Context: an optimization exercise on an open-source flow, tuned for a short achievable clock period and few clock cycles per item. The choices shown serve that exercise and are no tape-out recipe.
In this exercise RTL edits were held to simulation tests only and were not proved equivalent to the original.
No activity file was given, so power comes from the tool's default toggle rates.

==> design.v <==
`default_nettype none
package pcie_ingress_pkg;
  localparam int INGRESS_CREDITS = 8;
  localparam int FIFO_PTR_W      = $clog2(INGRESS_CREDITS);
  localparam int BUF_ADDR_W      = 11;
  localparam logic [1:0] FMT_3DW_NO_DATA = 2'b00;
  localparam logic [1:0] FMT_4DW_NO_DATA = 2'b01;
  localparam logic [1:0] FMT_3DW_DATA    = 2'b10;
  localparam logic [1:0] FMT_4DW_DATA    = 2'b11;
  localparam logic [4:0] TYPE_MWR = 5'b00000;
  localparam logic [4:0] TYPE_CPL = 5'b01010;
  localparam logic [31:0] REG_STATUS_BUF_ADDR  = 32'd0;
  localparam logic [31:0] REG_BUFFER_READY     = 32'd1;
  localparam logic [31:0] REG_WRITE_BUF_A_ADDR = 32'd2;
  localparam logic [31:0] REG_WRITE_BUF_B_ADDR = 32'd3;
  localparam logic [31:0] REG_READ_BUF_A_ADDR  = 32'd4;
  localparam logic [31:0] REG_READ_BUF_B_ADDR  = 32'd5;
  localparam logic [31:0] REG_BUFFER_SIZE      = 32'd6;
  localparam logic [31:0] REG_DEV_ADDR         = 32'd7;
  localparam logic [31:0] CMD_OFFSET         = 32'h80;
  localparam logic [31:0] CMD_RESET          = CMD_OFFSET + 32'd0;
  localparam logic [31:0] CMD_PER_WRITE      = CMD_OFFSET + 32'd1;
  localparam logic [31:0] CMD_PER_WRITE_FIFO = CMD_OFFSET + 32'd2;
  localparam logic [31:0] CMD_PER_READ       = CMD_OFFSET + 32'd3;
  localparam logic [31:0] CMD_PER_READ_FIFO  = CMD_OFFSET + 32'd4;
  localparam logic [31:0] CMD_MEM_WRITE      = CMD_OFFSET + 32'd5;
  localparam logic [31:0] CMD_MEM_READ       = CMD_OFFSET + 32'd6;
  localparam logic [31:0] CMD_DMA_WRITE      = CMD_OFFSET + 32'd7;
  localparam logic [31:0] CMD_DMA_READ       = CMD_OFFSET + 32'd8;
  localparam logic [31:0] CMD_PING           = CMD_OFFSET + 32'd9;
  localparam logic [31:0] CMD_READ_CONFIG    = CMD_OFFSET + 32'd10;
  typedef struct packed {
    logic [31:0] data;
    logic        last;
  } ingress_beat_t;
  typedef struct packed {
    logic [15:0] requester_id;
    logic [7:0]  tag;
    logic        rsvd;
    logic [6:0]  lower_addr;
  } cpl_dw2_t;
  typedef union packed {
    logic [31:0] mem_addr;
    cpl_dw2_t    cpl;
  } hdr_dw2_u;
  typedef enum logic [2:0] {
    KIND_RESET,
    KIND_WRITE,
    KIND_READ,
    KIND_PING,
    KIND_READ_CONFIG,
    KIND_UNKNOWN
  } cmd_kind_e;
  typedef enum logic [1:0] {
    SEL_NONE,
    SEL_PER,
    SEL_MEM,
    SEL_DMA
  } cmd_sel_e;
  typedef struct packed {
    logic [31:0] status_buf_addr;
    logic [31:0] write_a_addr;
    logic [31:0] write_b_addr;
    logic [31:0] read_a_addr;
    logic [31:0] read_b_addr;
    logic [31:0] buffer_size;
    logic [31:0] dev_addr;
    logic [1:0]  update_buf;
  } ctrl_regs_t;
  typedef struct packed {
    logic        stb;
    cmd_kind_e   kind;
    cmd_sel_e    sel;
    logic        fifo;
    logic [31:0] data;
  } cmd_event_t;
  typedef struct packed {
    logic        stb;
    logic [31:0] data;
    logic        first;
    logic        last;
    logic [31:0] reg_idx;
    logic [7:0]  tag;
    logic [11:0] byte_cnt;
    logic [9:0]  dw_cnt;
    logic [6:0]  lower_addr;
  } route_req_t;
  typedef struct packed {
    logic                  we;
    logic [BUF_ADDR_W-1:0] addr;
    logic [31:0]           data;
  } buf_wr_t;
  typedef struct packed {
    logic        stb;
    logic [7:0]  tag;
    logic [11:0] byte_cnt;
    logic [9:0]  dw_cnt;
  } cplt_info_t;
endpackage
`default_nettype wire
`default_nettype none
module ingress_fifo (
  input  wire                             clk,
  input  wire                             rst,
  input  wire                             i_push,
  input  wire pcie_ingress_pkg::ingress_beat_t i_beat,
  input  wire                             i_pop,
  output pcie_ingress_pkg::ingress_beat_t o_beat,
  output logic                            o_not_empty,
  output logic                            o_credit_return
);
  logic [32:0] mem [0:pcie_ingress_pkg::INGRESS_CREDITS-1];
  logic [pcie_ingress_pkg::FIFO_PTR_W-1:0]   wr_ptr;
  logic [pcie_ingress_pkg::FIFO_PTR_W-1:0]   rd_ptr;
  logic [pcie_ingress_pkg::FIFO_PTR_W:0]     count;
  logic                    do_pop;
  assign o_not_empty = (count != '0);
  assign do_pop      = i_pop && o_not_empty;
  assign o_beat      = mem[rd_ptr];
  always_ff @(posedge clk) begin
    if (i_push) begin
      mem[wr_ptr] <= i_beat;
    end
  end
  always_ff @(posedge clk) begin
    if (rst) begin
      wr_ptr          <= '0;
      rd_ptr          <= '0;
      count           <= '0;
      o_credit_return <= 1'b0;
    end else begin
      o_credit_return <= do_pop;
      if (i_push) begin
        wr_ptr <= wr_ptr + pcie_ingress_pkg::FIFO_PTR_W'(1);
      end
      if (do_pop) begin
        rd_ptr <= rd_ptr + pcie_ingress_pkg::FIFO_PTR_W'(1);
      end
      case ({i_push, do_pop})
        2'b10:   count <= count + (pcie_ingress_pkg::FIFO_PTR_W + 1)'(1);
        2'b01:   count <= count - (pcie_ingress_pkg::FIFO_PTR_W + 1)'(1);
        default: count <= count;
      endcase
    end
  end
endmodule
`default_nettype wire
`default_nettype none
module tlp_router (
  input  wire                                  clk,
  input  wire                                  rst,
  input  wire pcie_ingress_pkg::ingress_beat_t i_beat,
  input  wire                                  i_not_empty,
  input  wire [31:0]                           i_control_addr_base,
  input  wire                                  i_reg_done,
  input  wire                                  i_cpl_done,
  output logic                                 o_pop,
  output pcie_ingress_pkg::route_req_t         o_reg_req,
  output pcie_ingress_pkg::route_req_t         o_cpl_req
);
  typedef enum logic [1:0] {
    S_HDR,
    S_PAYLOAD,
    S_DRAIN,
    S_GAP
  } state_e;
  state_e      state;
  logic [1:0]  hdr_idx;
  logic        to_reg;
  logic        to_cpl;
  logic        first_pending;
  logic [31:0] dw0;
  logic [31:0] dw1;
  logic [31:0] dw2;
  logic [31:0] dw3;
  logic        hdr_4dw;
  logic        hdr_done;
  logic        is_mwr;
  logic        is_cpld;
  logic [31:0] mem_addr;
  pcie_ingress_pkg::route_req_t  req;
  assign o_pop = i_not_empty && (state != S_GAP);
  always_comb begin
    hdr_4dw = 1'b0;
    case (dw0[30:29])
      pcie_ingress_pkg::FMT_3DW_NO_DATA, pcie_ingress_pkg::FMT_3DW_DATA: hdr_4dw = 1'b0;
      pcie_ingress_pkg::FMT_4DW_NO_DATA, pcie_ingress_pkg::FMT_4DW_DATA: hdr_4dw = 1'b1;
    endcase
  end
  assign hdr_done = o_pop && (state == S_HDR) &&
                    ((hdr_idx == 2'd3) || (hdr_idx == 2'd2 && !hdr_4dw));
  assign is_mwr   = (dw0[28:24] == pcie_ingress_pkg::TYPE_MWR) &&
                    ((dw0[30:29] == pcie_ingress_pkg::FMT_3DW_DATA) || (dw0[30:29] == pcie_ingress_pkg::FMT_4DW_DATA));
  assign is_cpld  = (dw0[28:24] == pcie_ingress_pkg::TYPE_CPL) && (dw0[30:29] == pcie_ingress_pkg::FMT_3DW_DATA);
  assign mem_addr = hdr_4dw ? dw3 : dw2;
  always_comb begin
    req.stb        = o_pop && (state == S_PAYLOAD);
    req.data       = i_beat.data;
    req.first      = first_pending;
    req.last       = i_beat.last;
    req.reg_idx    = ({mem_addr[31:2], 2'b00} - i_control_addr_base) >> 2;
    req.tag        = dw2[15:8];
    req.byte_cnt   = dw1[11:0];
    req.dw_cnt     = dw0[9:0];
    req.lower_addr = dw2[6:0];
    o_reg_req      = req;
    o_reg_req.stb  = req.stb && to_reg;
    o_cpl_req      = req;
    o_cpl_req.stb  = req.stb && to_cpl;
  end
  always_ff @(posedge clk) begin
    if (o_pop && state == S_HDR) begin
      case (hdr_idx)
        2'd0:    dw0 <= i_beat.data;
        2'd1:    dw1 <= i_beat.data;
        2'd2:    dw2 <= i_beat.data;
        default: dw3 <= i_beat.data;
      endcase
    end
  end
  always_ff @(posedge clk) begin
    if (rst) begin
      state         <= S_HDR;
      hdr_idx       <= 2'd0;
      to_reg        <= 1'b0;
      to_cpl        <= 1'b0;
      first_pending <= 1'b0;
    end else begin
      case (state)
        S_HDR: begin
          if (o_pop) begin
            hdr_idx <= hdr_idx + 2'd1;
            if (i_beat.last) begin
              hdr_idx <= 2'd0;
              state   <= S_GAP;
            end else if (hdr_done) begin
              hdr_idx       <= 2'd0;
              to_reg        <= is_mwr;
              to_cpl        <= is_cpld;
              first_pending <= 1'b1;
              state         <= (is_mwr || is_cpld) ? S_PAYLOAD : S_DRAIN;
            end
          end
        end
        S_PAYLOAD: begin
          if (o_pop) begin
            first_pending <= 1'b0;
          end
          if (i_reg_done || i_cpl_done) begin
            state <= S_GAP;
          end
        end
        S_DRAIN: begin
          if (o_pop && i_beat.last) begin
            state <= S_GAP;
          end
        end
        default: state <= S_HDR;
      endcase
    end
  end
endmodule
`default_nettype wire
`default_nettype none
module ctrl_reg_decoder (
  input  wire                               clk,
  input  wire                               rst,
  input  wire pcie_ingress_pkg::route_req_t i_req,
  output logic                              o_done,
  output pcie_ingress_pkg::ctrl_regs_t      o_regs,
  output logic                              o_reg_write_stb,
  output logic                              o_update_buf_stb,
  output pcie_ingress_pkg::cmd_event_t      o_cmd
);
  logic        act;
  logic        is_cmd;
  pcie_ingress_pkg::cmd_kind_e   dec_kind;
  pcie_ingress_pkg::cmd_sel_e    dec_sel;
  logic        dec_fifo;
  logic        cmd_stb;
  pcie_ingress_pkg::cmd_kind_e   cmd_kind;
  pcie_ingress_pkg::cmd_sel_e    cmd_sel;
  logic        cmd_fifo;
  logic [31:0] cmd_data;
  assign o_done = i_req.stb && i_req.last;
  assign act    = i_req.stb && i_req.first;
  assign is_cmd = (i_req.reg_idx >= pcie_ingress_pkg::CMD_OFFSET);
  always_comb begin
    dec_sel  = pcie_ingress_pkg::SEL_NONE;
    dec_fifo = 1'b0;
    case (i_req.reg_idx)
      pcie_ingress_pkg::CMD_RESET:          dec_kind = pcie_ingress_pkg::KIND_RESET;
      pcie_ingress_pkg::CMD_PER_WRITE: begin
        dec_kind = pcie_ingress_pkg::KIND_WRITE;
        dec_sel  = pcie_ingress_pkg::SEL_PER;
      end
      pcie_ingress_pkg::CMD_PER_WRITE_FIFO: begin
        dec_kind = pcie_ingress_pkg::KIND_WRITE;
        dec_sel  = pcie_ingress_pkg::SEL_PER;
        dec_fifo = 1'b1;
      end
      pcie_ingress_pkg::CMD_PER_READ: begin
        dec_kind = pcie_ingress_pkg::KIND_READ;
        dec_sel  = pcie_ingress_pkg::SEL_PER;
      end
      pcie_ingress_pkg::CMD_PER_READ_FIFO: begin
        dec_kind = pcie_ingress_pkg::KIND_READ;
        dec_sel  = pcie_ingress_pkg::SEL_PER;
        dec_fifo = 1'b1;
      end
      pcie_ingress_pkg::CMD_MEM_WRITE: begin
        dec_kind = pcie_ingress_pkg::KIND_WRITE;
        dec_sel  = pcie_ingress_pkg::SEL_MEM;
      end
      pcie_ingress_pkg::CMD_MEM_READ: begin
        dec_kind = pcie_ingress_pkg::KIND_READ;
        dec_sel  = pcie_ingress_pkg::SEL_MEM;
      end
      pcie_ingress_pkg::CMD_DMA_WRITE: begin
        dec_kind = pcie_ingress_pkg::KIND_WRITE;
        dec_sel  = pcie_ingress_pkg::SEL_DMA;
      end
      pcie_ingress_pkg::CMD_DMA_READ: begin
        dec_kind = pcie_ingress_pkg::KIND_READ;
        dec_sel  = pcie_ingress_pkg::SEL_DMA;
      end
      pcie_ingress_pkg::CMD_PING:           dec_kind = pcie_ingress_pkg::KIND_PING;
      pcie_ingress_pkg::CMD_READ_CONFIG:    dec_kind = pcie_ingress_pkg::KIND_READ_CONFIG;
      default:            dec_kind = pcie_ingress_pkg::KIND_UNKNOWN;
    endcase
  end
  always_ff @(posedge clk) begin
    if (rst) begin
      o_regs           <= '0;
      o_reg_write_stb  <= 1'b0;
      o_update_buf_stb <= 1'b0;
      cmd_stb          <= 1'b0;
    end else begin
      o_reg_write_stb  <= 1'b0;
      o_update_buf_stb <= 1'b0;
      cmd_stb          <= 1'b0;
      if (act && !is_cmd) begin
        o_reg_write_stb <= 1'b1;
        case (i_req.reg_idx)
          pcie_ingress_pkg::REG_STATUS_BUF_ADDR:  o_regs.status_buf_addr <= i_req.data;
          pcie_ingress_pkg::REG_BUFFER_READY: begin
            o_regs.update_buf <= i_req.data[1:0];
            o_update_buf_stb  <= 1'b1;
          end
          pcie_ingress_pkg::REG_WRITE_BUF_A_ADDR: o_regs.write_a_addr <= i_req.data;
          pcie_ingress_pkg::REG_WRITE_BUF_B_ADDR: o_regs.write_b_addr <= i_req.data;
          pcie_ingress_pkg::REG_READ_BUF_A_ADDR:  o_regs.read_a_addr  <= i_req.data;
          pcie_ingress_pkg::REG_READ_BUF_B_ADDR:  o_regs.read_b_addr  <= i_req.data;
          pcie_ingress_pkg::REG_BUFFER_SIZE:      o_regs.buffer_size  <= i_req.data;
          pcie_ingress_pkg::REG_DEV_ADDR:         o_regs.dev_addr     <= i_req.data;
          default: ;
        endcase
      end else if (act) begin
        cmd_stb           <= 1'b1;
        o_regs.update_buf <= 2'b00;
        o_update_buf_stb  <= 1'b1;
      end
    end
  end
  always_ff @(posedge clk) begin
    if (act && is_cmd) begin
      cmd_kind <= dec_kind;
      cmd_sel  <= dec_sel;
      cmd_fifo <= dec_fifo;
      cmd_data <= i_req.data;
    end
  end
  assign o_cmd = {cmd_stb, cmd_kind, cmd_sel, cmd_fifo, cmd_data};
endmodule
`default_nettype wire
`default_nettype none
module cpl_buffer_writer (
  input  wire                               clk,
  input  wire                               rst,
  input  wire pcie_ingress_pkg::route_req_t i_req,
  input  wire [pcie_ingress_pkg::BUF_ADDR_W-1:0] i_buf_offset,
  output logic                              o_done,
  output pcie_ingress_pkg::buf_wr_t         o_buf,
  output pcie_ingress_pkg::cplt_info_t      o_cplt
);
  logic                  we;
  logic [pcie_ingress_pkg::BUF_ADDR_W-1:0] addr;
  logic [31:0]           data;
  logic                  last_wr;
  logic                  cplt_stb;
  logic [7:0]            tag;
  logic [11:0]           byte_cnt;
  logic [9:0]            dw_cnt;
  assign o_done = i_req.stb && i_req.last;
  always_ff @(posedge clk) begin
    if (rst) begin
      we       <= 1'b0;
      last_wr  <= 1'b0;
      cplt_stb <= 1'b0;
    end else begin
      we       <= i_req.stb;
      last_wr  <= i_req.stb && i_req.last;
      cplt_stb <= last_wr;
    end
  end
  always_ff @(posedge clk) begin
    if (i_req.stb) begin
      data <= i_req.data;
      addr <= i_req.first ? i_buf_offset + pcie_ingress_pkg::BUF_ADDR_W'(i_req.lower_addr[6:2])
                          : addr + pcie_ingress_pkg::BUF_ADDR_W'(1);
      if (i_req.last) begin
        tag      <= i_req.tag;
        byte_cnt <= i_req.byte_cnt;
        dw_cnt   <= i_req.dw_cnt;
      end
    end
  end
  assign o_buf  = {we, addr, data};
  assign o_cplt = {cplt_stb, tag, byte_cnt, dw_cnt};
endmodule
`default_nettype wire
`default_nettype none
module pcie_ingress_top (
  input  wire                                    clk,
  input  wire                                    rst,
  input  wire                                    i_beat_valid,
  input  wire pcie_ingress_pkg::ingress_beat_t   i_beat,
  input  wire [31:0]                             i_control_addr_base,
  input  wire [pcie_ingress_pkg::BUF_ADDR_W-1:0] i_buf_offset,
  output logic                                   o_credit_return,
  output pcie_ingress_pkg::ctrl_regs_t           o_regs,
  output logic                                   o_reg_write_stb,
  output logic                                   o_update_buf_stb,
  output pcie_ingress_pkg::cmd_event_t           o_cmd,
  output pcie_ingress_pkg::buf_wr_t              o_buf,
  output pcie_ingress_pkg::cplt_info_t           o_cplt
);
  pcie_ingress_pkg::ingress_beat_t fifo_beat;
  logic          fifo_not_empty;
  logic          fifo_pop;
  pcie_ingress_pkg::route_req_t    reg_req;
  pcie_ingress_pkg::route_req_t    cpl_req;
  logic          reg_done;
  logic          cpl_done;
  ingress_fifo u_fifo (
    .clk             (clk),
    .rst             (rst),
    .i_push          (i_beat_valid),
    .i_beat          (i_beat),
    .i_pop           (fifo_pop),
    .o_beat          (fifo_beat),
    .o_not_empty     (fifo_not_empty),
    .o_credit_return (o_credit_return)
  );
  tlp_router u_router (
    .clk                 (clk),
    .rst                 (rst),
    .i_beat              (fifo_beat),
    .i_not_empty         (fifo_not_empty),
    .i_control_addr_base (i_control_addr_base),
    .i_reg_done          (reg_done),
    .i_cpl_done          (cpl_done),
    .o_pop               (fifo_pop),
    .o_reg_req           (reg_req),
    .o_cpl_req           (cpl_req)
  );
  ctrl_reg_decoder u_reg_dec (
    .clk              (clk),
    .rst              (rst),
    .i_req            (reg_req),
    .o_done           (reg_done),
    .o_regs           (o_regs),
    .o_reg_write_stb  (o_reg_write_stb),
    .o_update_buf_stb (o_update_buf_stb),
    .o_cmd            (o_cmd)
  );
  cpl_buffer_writer u_cpl_wr (
    .clk          (clk),
    .rst          (rst),
    .i_req        (cpl_req),
    .i_buf_offset (i_buf_offset),
    .o_done       (cpl_done),
    .o_buf        (o_buf),
    .o_cplt       (o_cplt)
  );
endmodule
`default_nettype wire
==> run.sh <==
#!/bin/bash
# synth_recipe.tcl (not shown) runs the flow's synth.tcl, then flattens the netlist and writes it again
# the make line also repeats each setting of config.mk as NAME=value (left out here)
make -C /OpenROAD-flow-scripts/flow DESIGN_CONFIG=/design/flow/config.mk WORK_HOME=/design/flow/orfs CLKGATE_MAP_FILE= SYNTH_SCRIPT=/design/flow/synth_recipe.tcl finish
==> config.mk <==
export PLATFORM = sky130hd
export DESIGN_NAME = pcie_ingress_top
export DESIGN_NICKNAME = pcie_ingress_top
export VERILOG_FILES = /design/flow/design.v
export SDC_FILE = /design/flow/constraint.sdc
export NUM_CORES = 4
export LEC_CHECK = 0
export CAP_MARGIN = 20
export CORE_AREA = 10 10 370 370
export DIE_AREA = 0 0 380 380
export SLEW_MARGIN = 20
==> constraint.sdc <==
create_clock -name core_clock -period 5.0 [get_ports {clk}]
set_input_delay 1.0000 -clock core_clock [delete_from_list [all_inputs] [get_ports {clk}]]
set_output_delay 1.0000 -clock core_clock [all_outputs]
set_load 0.01 [all_outputs]
==> flow_summary.yaml <==
outcome:
  status: "finished clean"
sta:
  worst_slew_pin_slew_ps: 998
  maxSlewHeadroom: 0.335
  final-hold-violation-count: 0
  fin_crit_ps: 4730
  final-setup-viol-count: 0
  clock.fmax_mhz: 211
  worst_slack_ps: 268
  rsz0062_at_grt: "no"
  skew_ps: 70.6
  fin_tns_setup_ps: 0
  drv_slew: 0
  layout_worst_path_cycle_share: 0.946
critical_path:
  crit_top_cell: "buf_12"
  crit_fanout: 31
  crit_path_start: "u_router.dw0[29]$_DFFE_PP_"
  cp.arrival_ps: 5220
  crit_chain: "buf_12 -> mux2_2 -> ha_1 -> nand4bb_1 -> a21oi_1 -> nand3_1 -> a2111oi_1 -> o31ai_1 -> xor2_1 -> o211ai_1 -> or4b_1 -> buf_4 -> or4_4 -> buf_12 -> mux2i_1"
  reg2reg_depth: 15
  cpPeakStageDelay_ps: 540
  worstSetupEndpointType: "flop"
  cp-start-kind: "flop"
  cp_data_required_time_ps: 5490
  reg2reg_to: "u_reg_dec.o_regs[210]$_SDFFE_PP0P_"
  rrSetupSlack_ps: 270
  r2r_start: "u_router.dw0[29]$_DFFE_PP_"
  cp_slowest_cell: "or4_4"
  path_class: "flop to flop"
  setup.worst_path.end: "u_reg_dec.o_regs[210]$_SDFFE_PP0P_"
place:
  dp_hpwl_mm: 71.4
  gp_routability_congestion: 0.872
  dpl_worst_slack_ps: -348
  post_dp_cell_area_mm2: 0.0365
  numPortBuffers: 421
  dp.cells: 4237
worst_hold_path:
  hold_path.class: "flop to flop"
final_layout:
  top_register: "u_fifo.mem"
  final_cell_count_no_fill: 4396
  nFillCells: 12900
  final_cell_mix: "464 x edfxtp_1, 420 x clkdlybuf4s50_1, 264 x nand2b_1, 251 x dfxtp_1, 233 x mux2i_1"
  layout_commonest_cell: "edfxtp_1"
  top_regs: "u_fifo.mem (264), u_reg_dec.o_regs (226)"
  largest_reg_flops: 264
  drive_gt1_frac: 0.160
  finalInstanceArea_mm2: 0.0393
  area_growth_pct: 33.0
  nNetsFinal: 2708
global_routing:
  gr-usage-all-layers: 0.134
  grt_pass1_vias: 18500
  grt_max_degree: 110
  grt_overflow: 0
  grt_pass1_wl_mm: 140
  antenna_found_initial: 29
cts:
  clock_path_buffers: 3
  clock_latency_ps: 700
  h-tree-depth: 3
  clk_pin_slew_worst_paths_ps: 60
  cts_tree: "yes"
  cts-root-buf: "clkbuf_16"
  cts_buffers: 82
  cts_sinks: 717
routing:
  vias: 18600
  vias_per_cell: 4.23
  detail_route.wl_per_cell_um: 22.9
  postRouteAntennaNets: 0
  drt_iter0_drc: 1461
  wirelength_mm: 101
  drcViolationCount: 0
  first_pass_iters: 5
yosys:
  async_reset_ff_frac: 0
  synthesis.area_mm2: 0.0295
  synth-edff-count: 464
  syn_avg_cell_area_um2: 14.4
  syn_nets: 2175
  synth_cell_types: 74
  netlist_instances: 2046
  seq_area_frac_synth: 0.643
  ys_warn_count: 4
  synth-seq-cells: 717
  synth-main-ff-cell: "edfxtp_1"
power:
  powerDensity_mw_per_mm2: 442
  seqPwrFrac: 0.398
  clockPowerShare: 0.351
  p_sw_mw: 5.47
  combPwrFrac: 0.251
  ir_drop_v: 0.000242
  switching_share: 0.315
  leakage_nw: 14.7
  intPower_mw: 11.9
floorplanning:
  core-area_mm2: 0.129
  die_h_um: 380
  dieArea_mm2: 0.144
  die_w_um: 380
  row_count: 132
  pin_count: 422
  initial_core_util: 0.229
flow_run:
  max_cap_violations: 0
[cell families after synthesis]
logic type                 Yosys count  synth area share
DFF                                717             0.643
and+or+nand+nor                    530             0.101
muxes                              359             0.152
AOI/OAI and AO/OA                  177            0.0395
buffers and inverters              169            0.0295
adders and majority gates           50            0.0217
xor gates and xnor gates            44            0.0131
[cells in the mapped netlist (all sizes together), types with 18 or more instances]
cell    instances  area (µm²)
edfxtp        464       13900
nand2b        264        1650
dfxtp         253        5060
mux2i         233        2330
nor2           89         334
clkbuf         67         251
a21oi          66         349
mux4           66        1490
mux2           60         676
inv            56         210
nand2          55         206
ha             48         601
buf            46         410
nand3          31         160
o21ai          31         159
xor2           23         201
xnor2          21         184
nand4          18         113
[worst min path at each step]
stage	start	end	slack, ps	cells past startpoint
3_5_place_dp	u_router.dw0[4]$_DFFE_PP_	u_cpl_wr.dw_cnt[4]$_DFFE_PP_	400	0
3_3_place_gp	u_router.dw0[7]$_DFFE_PP_	u_cpl_wr.dw_cnt[7]$_DFFE_PP_	400	0
2_1_floorplan	u_router.dw1[0]$_DFFE_PP_	u_cpl_wr.byte_cnt[0]$_DFFE_PP_	400	0
4_1_cts	u_router.dw0[4]$_DFFE_PP_	u_cpl_wr.dw_cnt[4]$_DFFE_PP_	420	0
5_1_grt	u_router.dw1[6]$_DFFE_PP_	u_cpl_wr.byte_cnt[6]$_DFFE_PP_	420	0
6_report	u_router.dw1[2]$_DFFE_PP_	u_cpl_wr.byte_cnt[2]$_DFFE_PP_	420	0
[through the flow]
| step | utilization | hold slack, ps | total power [mW] |
|---|---|---|---|
| 2_1_floorplan | - | 400 | 9.31 |
| 3_3_place_gp | 0.283 | 402 | 11.5 |
| 3_5_place_dp | 0.283 | 405 | 11.5 |
| 4_1_cts | 0.304 | 418 | 17.7 |
| 5_1_grt | 0.304 | 422 | 18.2 |
| 6_report | 0.304 | 418 | 17.3 |
[worst max-delay path, delay by kind of cell (launching register included)]
family	cells	cell delay, ps
muxes	2	540
AOI/OAI and AO/OA	4	980
DFF	1	390
xor gates and xnor gates	1	220
and+or+nand+nor	4	1440
adders and majority gates	1	300
buffers and inverters	3	560
[timing repair]
item                                    4_1_cts  5_1_grt
gates resized for setup                       0        1
hold buffers                                  0        0
setup buffers                                 0        0
endpoints found under the setup margin        0      133
[power groups by stage]
stage               Sequential, mW  Clock, mW  Combinational (mW)
finish                        6.90       6.10                4.35
global placement              7.03          0                4.47
detailed placement            7.04          0                4.48
floorplan                     6.92          0                2.39
global route                  6.93       6.52                4.75
CTS                           6.91       6.28                4.51
[layout make-up]
cell class / count / area [µm²] / area share
tap: 1742 / 2180 / 0.0555
inverter: 56 / 210 / 0.00535
antenna: 9 / 22.5 / 0.000573
timing repair buffer: 562 / 5420 / 0.138
clock inverter: 42 / 543 / 0.0138
sequential: 717 / 19000 / 0.484
clock buffer: 108 / 2190 / 0.0558
multi-input combinational: 1160 / 9700 / 0.247
[routing by layer]
| metal | up-vias | GRT usage | wire length, µm |
|---|---|---|---|
| li1 | 8592 | - | - |
| met1 | 9233 | 0.174 | 43800 |
| met2 | 605 | 0.206 | 44900 |
| met3 | 157 | 0.0480 | 8730 |
| met4 | 22 | 0.0460 | 3140 |
| met5 | - | 0 | 137 |
Testbench counts, summed over its fixed seeds: cycles 20,526, items 2,400.

==> port drivers added, routing unchanged <==
No port has a modelled driver above. Below, the same layout with a new extraction and two added sets of constraints.
Step 1: set_driving_cell puts a clkbuf_16 on clk and a buf_2 on each other input, an assumption about the parent block.
Step 2 times the ports against the registers' clock, not the clock port: input delays grow and output delays shrink by t, the midpoint of the rising clock arrivals with the driver on.
Three values: no drivers, after step 1, after step 2; two values: the first two.
t (ns): 0.736
slack for setup (ns): 0.268 / 0.268 / -0.342
worst setup path after step 2: input to register
Met with ideal ports but missed after step 2: setup timing in this run. The setup slack of this run moves by 0.000 ns with the drivers and by -0.610 ns with both steps.
